Background: an optimization exercise with open tools, aiming at small area, a short achievable clock period and few clock cycles. Do not read the settings as production practice.
In this exercise RTL edits were held to simulation tests only and were not proved equivalent to the original.
Power is estimated from default activity; no workload was simulated.

<file path="design/flow/design.v">
package vec_isa_pkg;
  typedef enum logic [2:0] {
    VSETVL   = 3'd0,
    VMV_V_X  = 3'd1,
    VADD_VV  = 3'd2,
    VADD_VX  = 3'd3,
    VAND_VV  = 3'd4,
    VCPOP    = 3'd5,
    VEXT_X_V = 3'd6
  } vec_op_e;
  typedef logic [32-1:0]               elem_t;
  typedef logic [$clog2(8)-1:0]   vreg_t;
  typedef logic [$clog2(16 + 1)-1:0]  vlen_t;
  typedef struct packed {
    vec_op_e op;
    vreg_t   vd;
    vreg_t   vs1;
    vreg_t   vs2;
    elem_t   scalar;
  } acc_req_t;
  typedef struct packed {
    elem_t result;
  } acc_resp_t;
  typedef struct packed {
    vec_op_e op;
    vreg_t   vd;
    vreg_t   vs1;
    vreg_t   vs2;
    elem_t   scalar;
    vlen_t   vl;
  } ara_req_t;
  typedef logic [$clog2((16 / 4))-1:0] row_t;
  typedef struct packed {
    vec_op_e op;
    vreg_t   vd;
    vreg_t   vs1;
    vreg_t   vs2;
    elem_t   scalar;
    vlen_t   vl;
  } pe_req_t;
  typedef struct packed {
    elem_t elem;
    row_t  row;
  } mask_opnd_t;
endpackage
`timescale 1ns/1ps
module vec_top (
  input  logic      clk_i,
  input  logic      rst_i,
  input  vec_isa_pkg::acc_req_t  acc_req_i,
  input  logic      acc_req_valid_i,
  output logic      acc_req_ready_o,
  output vec_isa_pkg::acc_resp_t acc_resp_o,
  output logic      acc_resp_valid_o,
  input  logic      acc_resp_ready_i
);
  localparam int unsigned NREGS = 8;
  localparam int unsigned VLMAX = 16;
  localparam int unsigned ELEN  = 32;
  localparam int unsigned VLW   = $clog2(16 + 1);
  localparam int unsigned IDXW  = $clog2(16);
  localparam int unsigned NSL   = 8;
  localparam int unsigned SW    = ELEN / NSL;
  localparam int unsigned NGRP  = VLMAX / 4;
  logic [VLMAX-1:0] vlmask_q;
  logic [VLMAX-1:0] vlmask_new;
  logic [VLW-1:0]   vl_new;
  logic             accept;
  logic [2:0]       op;
  assign op     = acc_req_i.op;
  assign accept = acc_req_valid_i & acc_req_ready_o;
  assign vl_new = (acc_req_i.scalar > ELEN'(VLMAX)) ? VLW'(VLMAX) : VLW'(acc_req_i.scalar);
  always_comb begin
    for (int i = 0; i < VLMAX; i++) vlmask_new[i] = (VLW'(i) < vl_new);
  end
  always_ff @(posedge clk_i) begin
    if (rst_i) begin
      vlmask_q <= '1;
    end else if (accept && op == vec_isa_pkg::VSETVL) begin
      vlmask_q <= vlmask_new;
    end
  end
  logic [NSL-1:0]                  s_valid_q;
  logic [NSL-1:0]                  s_and_q;      
  logic [NSL-1:0][NREGS-1:0]       s_we_q;       
  logic [NSL-1:0][NGRP-1:0][NREGS-1:0] s_rs1_q;   
  logic [NSL-1:0][NGRP-1:0][NREGS-1:0] s_rs2_q;   
  logic [NSL-1:0][VLMAX-1:0]       s_wmask_q;    
  logic [NSL-1:0][VLMAX-1:0]       s_ext_q;      
  logic [NSL-1:0][ELEN-1:0]        s_scalar_q;   
  logic [VLMAX-1:0]                s_cpmask_q;   
  logic [VLW-1:0]                  s_rconst_q;   
  logic              d_wr;
  logic              d_rd1;
  logic              d_rd2;
  logic              d_ext_ok;
  assign d_wr  = (op == vec_isa_pkg::VMV_V_X) || (op == vec_isa_pkg::VADD_VV) ||
                 (op == vec_isa_pkg::VADD_VX) || (op == vec_isa_pkg::VAND_VV);
  assign d_rd1 = (op == vec_isa_pkg::VADD_VV) || (op == vec_isa_pkg::VAND_VV);
  assign d_rd2 = d_rd1 || (op == vec_isa_pkg::VADD_VX) ||
                 (op == vec_isa_pkg::VCPOP) || (op == vec_isa_pkg::VEXT_X_V);
  assign d_ext_ok = (op == vec_isa_pkg::VEXT_X_V) &&
                    (acc_req_i.scalar[ELEN-1:IDXW] == '0) &&
                    vlmask_q[acc_req_i.scalar[IDXW-1:0]];
  always_ff @(posedge clk_i) begin
    if (rst_i) begin
      s_valid_q <= '0;
      s_we_q    <= '0;
    end else begin
      s_valid_q[0] <= accept;
      for (int r = 0; r < NREGS; r++) begin
        s_we_q[0][r] <= accept && d_wr && (acc_req_i.vd == r);
      end
      for (int s = 1; s < NSL; s++) begin
        s_valid_q[s] <= s_valid_q[s-1];
        s_we_q[s]    <= s_we_q[s-1];
      end
    end
  end
  always_ff @(posedge clk_i) begin
    s_and_q[0] <= (op == vec_isa_pkg::VAND_VV);
    for (int g = 0; g < NGRP; g++) begin
      for (int r = 0; r < NREGS; r++) begin
        s_rs1_q[0][g][r] <= d_rd1 && (acc_req_i.vs1 == r) && vlmask_q[4*g];
        s_rs2_q[0][g][r] <= d_rd2 && (acc_req_i.vs2 == r) && vlmask_q[4*g];
      end
    end
    s_wmask_q[0] <= vlmask_q;
    for (int i = 0; i < VLMAX; i++) begin
      s_ext_q[0][i] <= d_ext_ok && (acc_req_i.scalar[IDXW-1:0] == i);
    end
    s_scalar_q[0] <= ((op == vec_isa_pkg::VMV_V_X) || (op == vec_isa_pkg::VADD_VX)) ?
                     acc_req_i.scalar : '0;
    s_cpmask_q <= (op == vec_isa_pkg::VCPOP) ? vlmask_q : '0;
    s_rconst_q <= (op == vec_isa_pkg::VSETVL) ? vl_new : '0;
    for (int s = 1; s < NSL; s++) begin
      s_and_q[s]    <= s_and_q[s-1];
      s_rs1_q[s]    <= s_rs1_q[s-1];
      s_rs2_q[s]    <= s_rs2_q[s-1];
      s_wmask_q[s]  <= s_wmask_q[s-1];
      s_ext_q[s]    <= s_ext_q[s-1];
      s_scalar_q[s] <= s_scalar_q[s-1];
    end
  end
  logic [NREGS-1:0][VLMAX-1:0][ELEN-1:0] vrf_q;
  logic [NSL-1:0][VLMAX-1:0][SW-1:0]     opa;
  logic [NSL-1:0][VLMAX-1:0][SW-1:0]     opb;
  logic [NSL-1:0][VLMAX-1:0][SW-1:0]     res;
  logic [NSL-1:0][VLMAX-1:0]             cout;
  logic [NSL-1:0][VLMAX-1:0][SW:0]       sum;
  logic [NSL-1:0][VLMAX-1:0]             cin_q;
  always_comb begin
    for (int s = 0; s < NSL; s++) begin
      for (int i = 0; i < VLMAX; i++) begin
        opa[s][i] = s_scalar_q[s][s*SW +: SW];
        opb[s][i] = '0;
        for (int r = 0; r < NREGS; r++) begin
          opa[s][i] = opa[s][i] | (vrf_q[r][i][s*SW +: SW] & {SW{s_rs1_q[s][i/4][r]}});
          opb[s][i] = opb[s][i] | (vrf_q[r][i][s*SW +: SW] & {SW{s_rs2_q[s][i/4][r]}});
        end
        sum[s][i]  = {1'b0, opa[s][i]} + {1'b0, opb[s][i]} + {{SW{1'b0}}, cin_q[s][i]};
        cout[s][i] = sum[s][i][SW];
        res[s][i]  = s_and_q[s] ? (opa[s][i] & opb[s][i]) : sum[s][i][SW-1:0];
      end
    end
  end
  always_ff @(posedge clk_i) begin
    cin_q[0] <= '0;
    for (int s = 1; s < NSL; s++) cin_q[s] <= cout[s-1];
  end
  always_ff @(posedge clk_i) begin
    for (int s = 0; s < NSL; s++) begin
      for (int r = 0; r < NREGS; r++) begin
        for (int i = 0; i < VLMAX; i++) begin
          if (s_we_q[s][r] && s_wmask_q[s][i]) vrf_q[r][i][s*SW +: SW] <= res[s][i];
        end
      end
    end
  end
  logic [NSL-1:0][SW-1:0]      extb;
  logic [NGRP-1:0][2:0]        pcnt;
  logic [NGRP-1:0][2:0]        pcnt_q;       
  logic [VLW-1:0]              cpop;
  logic [NSL-2:0][ELEN-1:0]    g_ext_q;
  logic [NSL-2:0][VLW-1:0]     g_cr_q;
  logic [ELEN-1:0]             result;
  always_comb begin
    for (int s = 0; s < NSL; s++) begin
      extb[s] = '0;
      for (int i = 0; i < VLMAX; i++) begin
        extb[s] = extb[s] | (opb[s][i] & {SW{s_ext_q[s][i]}});
      end
    end
    for (int g = 0; g < NGRP; g++) begin
      pcnt[g] = '0;
      for (int j = 0; j < 4; j++) begin
        pcnt[g] = pcnt[g] + 3'(opb[0][4*g+j][0] & s_cpmask_q[4*g+j]);
      end
    end
    cpop = '0;
    for (int g = 0; g < NGRP; g++) cpop = cpop + VLW'(pcnt_q[g]);
  end
  always_ff @(posedge clk_i) begin
    pcnt_q     <= pcnt;
    g_ext_q[0] <= ELEN'(extb[0]);
    g_cr_q[0]  <= s_rconst_q;
    for (int s = 1; s < NSL - 1; s++) begin
      g_ext_q[s] <= g_ext_q[s-1];
      g_ext_q[s][s*SW +: SW] <= extb[s];
      g_cr_q[s]  <= (s == 1) ? (g_cr_q[s-1] | cpop) : g_cr_q[s-1];
    end
  end
  always_comb begin
    result = g_ext_q[NSL-2] | ELEN'(g_cr_q[NSL-2]);
    result[(NSL-1)*SW +: SW] = extb[NSL-1];
  end
  localparam int unsigned DEPTH = NSL + 2;
  localparam int unsigned CW    = $clog2(DEPTH + 1);
  localparam int unsigned PW    = $clog2(DEPTH);
  logic [DEPTH-1:0][ELEN-1:0] fifo_q;
  logic [PW-1:0]              wp_q;
  logic [PW-1:0]              rp_q;
  logic [PW-1:0]              rp_inc;
  logic [CW-1:0]              cnt_q;      
  logic [CW-1:0]              out_q;      
  logic [CW-1:0]              out_d;
  logic [ELEN-1:0]            head_keep;  
  logic [ELEN-1:0]            head_next;  
  logic [ELEN-1:0]            resp_q;
  logic                       resp_valid_q;
  logic                       req_ready_q;
  logic                       push;
  logic                       pop;
  assign push   = s_valid_q[NSL-1];
  assign pop    = resp_valid_q & acc_resp_ready_i;
  assign rp_inc = (rp_q == PW'(DEPTH - 1)) ? '0 : rp_q + PW'(1);
  assign out_d  = out_q + CW'(accept) - CW'(pop);
  always_comb begin
    head_keep = (cnt_q == '0) ? result : fifo_q[rp_q];
    head_next = (cnt_q == CW'(1)) ? result : fifo_q[rp_inc];
  end
  always_ff @(posedge clk_i) begin
    if (rst_i) begin
      wp_q         <= '0;
      rp_q         <= '0;
      cnt_q        <= '0;
      out_q        <= '0;
      resp_valid_q <= 1'b0;
      req_ready_q  <= 1'b1;
    end else begin
      if (push) wp_q <= (wp_q == PW'(DEPTH - 1)) ? '0 : wp_q + PW'(1);
      if (pop)  rp_q <= rp_inc;
      cnt_q        <= cnt_q + CW'(push) - CW'(pop);
      out_q        <= out_d;
      resp_valid_q <= push || (cnt_q > CW'(pop));
      req_ready_q  <= (out_d < CW'(DEPTH));
    end
  end
  always_ff @(posedge clk_i) begin
    for (int k = 0; k < DEPTH; k++) begin
      if (push && wp_q == k) fifo_q[k] <= result;
    end
    resp_q <= pop ? head_next : head_keep;
  end
  assign acc_req_ready_o   = req_ready_q;
  assign acc_resp_valid_o  = resp_valid_q;
  assign acc_resp_o.result = resp_q;
endmodule
</file>
<file path="design/flow/run.sh">
#!/bin/bash
# synth_recipe.tcl (not shown) runs the flow's synth.tcl, then flattens the netlist and writes it again
# the make line also repeats each setting of config.mk as NAME=value (left out here)
make -C /OpenROAD-flow-scripts/flow DESIGN_CONFIG=/design/flow/config.mk WORK_HOME=/design/flow/orfs CLKGATE_MAP_FILE= SYNTH_SCRIPT=/design/flow/synth_recipe.tcl finish
</file>
<file path="design/flow/config.mk">
export PLATFORM = sky130hd
export DESIGN_NAME = vec_top
export DESIGN_NICKNAME = vec_top
export VERILOG_FILES = /design/flow/design.v
export SDC_FILE = /design/flow/constraint.sdc
export NUM_CORES = 4
export LEC_CHECK = 0
export CAP_MARGIN = 20
export CORE_MARGIN = 2
export CORE_UTILIZATION = 50
export CTS_CLUSTER_DIAMETER = 100
export CTS_CLUSTER_SIZE = 20
export PLACE_DENSITY = 0.65
export SETUP_SLACK_MARGIN = 2.6
export SLEW_MARGIN = 20
</file>
<file path="design/flow/constraint.sdc">
create_clock -name core_clock -period 5.5 [get_ports {clk_i}]
set_input_delay 1.1000 -clock core_clock [delete_from_list [all_inputs] [get_ports {clk_i}]]
set_output_delay 1.1000 -clock core_clock [all_outputs]
set_load 0.01 [all_outputs]
</file>
==> reports/qor.csv <==
stage;metric;value;unit
run_status;status;no timing/DRC/antenna violations;
layout;fin_util;0.543;
setup_path;worst_setup_path_end_kind;flop;
min_path;hp-class;flop to flop;
route;drt-initial-drc-count;30472;
cts;cts_tree;done;
timing;worst_slew_pin_slew;1170;ps
timing;hold_violations;0;
cts;clk_latency;1040;ps
synthesis;synth.most_common_cell;edfxtp_1;
layout;fin_area;263000;µm²
grt;grt_overflow;0;
power;vdd_drop_max;0.000303;V
synthesis;synth_top_area_frac;0.546;
synthesis;synthXorXnorAreaFrac;0.00976;
synthesis;synth_fa_ha_area_frac;0.0484;
timing;slew_headroom;0.217;
layout;fillers;39192;
placed_design;placed_area;251000;µm²
setup_path;crit_path_start_kind;flop;
synthesis;yosys-top-cells-area;edfxtp_1 (55%), dfxtp_1 (11%), a22oi_1 (6.2%), and2_1 (2.8%), ha_1 (2.8%);
grt;grt_max_degree;76;
timing;setup_viol;0;
synthesis;ys_ff_latch;5766;
floorplanning;die_h;701;µm
cts;htreeDepth;5;
timing;skew;74.4;ps
synthesis;yosys-top-cells-count;edfxtp_1 (4,416), a22oi_1 (2,013), dfxtp_1 (1,350);
setup_path;cp_max_fo;10;
floorplanning;initial_core_util;0.501;
floorplanning;core-area;485000;µm²
synthesis;yosys.area_share.simple;0.0685;
setup_path;worstSetupPathType;flop to flop;
floorplanning;ios;82;
setup_path;cp.arrival;3580;ps
route;ant_nets;0;
synthesis;ys_seq_area_frac;0.657;
grt;use_met2;0.496;
route;drc;0;
synthesis;syn_area_per_cell;14.1;µm²
synthesis;syn_area;243000;µm²
route;vias_per_cell;7.07;
cts;ctsHoldBuffers;0;
synthesis;synth_largest_area_cell;edfxtp_1;
synthesis;synth-main-ff-cell;edfxtp_1;
floorplanning;die-width;701;µm
timing;fmax;336;MHz
route;vias;168214;
grt;grt_use_met3;0.0716;
grt;grt_usage;0.318;
grt;grt_pass1_vias;162086;
cts;numClockSinks;5766;
placed_design;dpl.hpwl;530;mm
timing;grt_setup_unrepaired;true;
synthesis;ys_warn_count;1;
grt;grt_use_met1;0.415;
route;wl;812;mm
cts;cts_root_buffer;clkbuf_16;
power;leakagePower;90.6;nW
cts;cts_buffer_depth;4;
timing;finalCriticalPeriod;2970;ps
grt;grt-busiest-layer;met2;
route;avgRoutedWirePerCell;34.1;µm
grt;grt_pass1_wl;1140;mm
layout;area_delta_synth_final;8.35;%
placed_design;gp_congestion;0.941;
synthesis;ys_types;70;
power;power_density;331;nW/µm²
timing;fin_setup_tns;0;ps
timing;period_share;0.541;
synthesis;muxShareOfSynthArea;0.0205;
synthesis;synth_nets;18125;
route;first_pass_iters;16;
flow_run;cap_violations;0;
setup_path;cp_data_required_time;6110;ps
layout;drive_above_1_share;0.110;
grt;antenna_found_initial;76;
synthesis;synth_compound_area_frac;0.170;
layout;nNetsFinal;17811;
floorplanning;rows;256;
synthesis;synth_top_family_by_area;compound AO/OA/AOI/OAI gates;
cts;cts_buffers;329;
synthesis;synth-edff-count;4416;
synthesis;syn-instance-count;17289;
placed_design;io_buffers;81;
synthesis;ys_async_sr_fraction;0;
cts;cts.reportedPaths.clkPinSlew;90;ps
timing;holdWs;315;ps
floorplanning;fp.dieArea;492000;µm²
timing;drv_slew;0;
[per-stage QoR]
stage | power, W | setup WS [ps] | cells
after floorplan | 0.0575 | 1340 | 17289
after global placement | 0.0610 | 1380 | 22970
after detailed placement | 0.0613 | 1350 | 22970
after CTS | 0.0867 | 2410 | 23625
after global routing | 0.0898 | 2470 | 23751
final | 0.0872 | 2530 | 23792
[worst max-delay path, stage by stage (launching register included)]
cell and delay, ps:
dfxtp_1 510, buf_4 290, a22oi_1 200, nand4_1 330, a22o_1 330, a221oi_1 250
nand4_1 670
[logic make-up (layout without fill, tap and decap cells)]
group / count (synthesis) / count (layout)
simple gates: 2986 / 2986
xor+xnor: 270 / 270
mux: 371 / 371
fa+ha+maj: 788 / 788
compound gates: 5471 / 5471
flops: 5766 / 5766
other cells: 0 / 88
buf+inv: 1637 / 1602
[final cells by class]
type / instances / area (µm²) / area share
Sequential cell: 5766 / 160000 / 0.608
Multi-Input combinational cell: 9886 / 78500 / 0.298
Clock buffer: 585 / 9350 / 0.0355
Tap cell: 6450 / 8070 / 0.0307
Timing Repair Buffer: 696 / 5570 / 0.0212
Inverter: 296 / 1120 / 0.00424
Clock inverter: 25 / 334 / 0.00127
Antenna cell: 88 / 220 / 0.000836
[repair_timing]
action	CTS	global route
setup endpoints to repair	3194	2397
setup buffers	45	79
gates resized for setup	651	337
endpoints found under the hold margin	0	0
pin swaps	39	105
[worst paths after layout]
path / startpoint / endpoint / slack [ps] / depth (start not counted)
setup / recovery: s_rs2_q[155]$_DFF_P_ / g_ext_q[145]$_DFF_P_ / 2530 / 6
hold reg to reg: g_ext_q[181]$_DFF_P_ / g_ext_q[213]$_DFF_P_ / 320 / 0
setup reg to reg: s_rs2_q[155]$_DFF_P_ / g_ext_q[145]$_DFF_P_ / 2530 / 6
hold / removal: g_ext_q[181]$_DFF_P_ / g_ext_q[213]$_DFF_P_ / 320 / 0
[power by group]
group	switching (W)	internal, W
sequential	0.00101	0.0496
combinational	0.00698	0.00351
clock	0.0143	0.0117
total	0.0223	0.0649
[sequential cells by signal, indices dropped and copies added (netlist names), 5 cells and up]
name / count
cin_q: 112
fifo_q: 320
g_cr_q: 35
g_ext_q: 112
pcnt_q: 12
resp_q: 32
s_and_q: 8
s_cpmask_q: 16
s_ext_q: 128
s_rconst_q: 5
s_rs1_q: 256
s_rs2_q: 256
s_scalar_q: 144
s_valid_q: 8
s_we_q: 64
s_wmask_q: 128
vlmask_q: 16
vrf_q: 4096
[layer usage]
| metal | vias to the layer above | share of wire |
|---|---|---|
| met5 | - | 0.00020 |
| met4 | 26 | 0.063 |
| met3 | 2828 | 0.13 |
| met2 | 13448 | 0.45 |
| met1 | 82980 | 0.36 |
| li1 | 68932 | - |
[placed cells by master, fill, tap and decap left out, drive strengths merged, types with 16 or more instances in the layout]
cell / instances
nand2b: 37
nor3: 46
inv: 311
clkbuf: 585
a21o: 323
buf: 619
diode: 88
dlygate4sd2: 17
ha: 536
nor4: 22
nand4: 532
o21ai: 433
xnor2: 120
fa: 252
a311oi: 29
nor2b: 125
nand3: 546
mux4: 81
mux2: 194
a22oi: 2013
nor2: 91
xor2: 150
a221oi: 639
clkdlybuf4s50: 43
a22o: 713
mux2i: 96
dfxtp: 1350
edfxtp: 4416
a21oi: 691
a222oi: 512
a211oi: 51
nand2: 456
or4: 16
clkdlybuf4s15: 16
and2: 1084
Testbench counts, summed over its fixed seeds: cycles 2,704.

-- re-timing with driven ports --
In the flow no input, the clock included, has a driving cell. The finished layout below was timed again as built, in two steps.
Step 1 assumes that a clkbuf_16 drives the clock port and a buf_2 every other input.
Step 2 moves the port delays by t, midway between the first and last clock arrival at a register: inputs arrive t later, outputs are due t later. That takes back most of the time a late clock gives input paths.
a / b / c = ideal ports / drivers / drivers and shift; a / b = the first two.
t, ns: 1.141
slack for setup (ns): 2.526 / 2.514 / 1.734
worst setup path after step 2: input to register
latest minus earliest clock arrival (ns): 0.107 / 0.108
worst data-port slew with drivers (ns): 0.11
After both steps setup and hold are still met in this run. For this run, drivers alone change the setup slack by -0.012 ns; drivers and shift together by -0.792 ns.
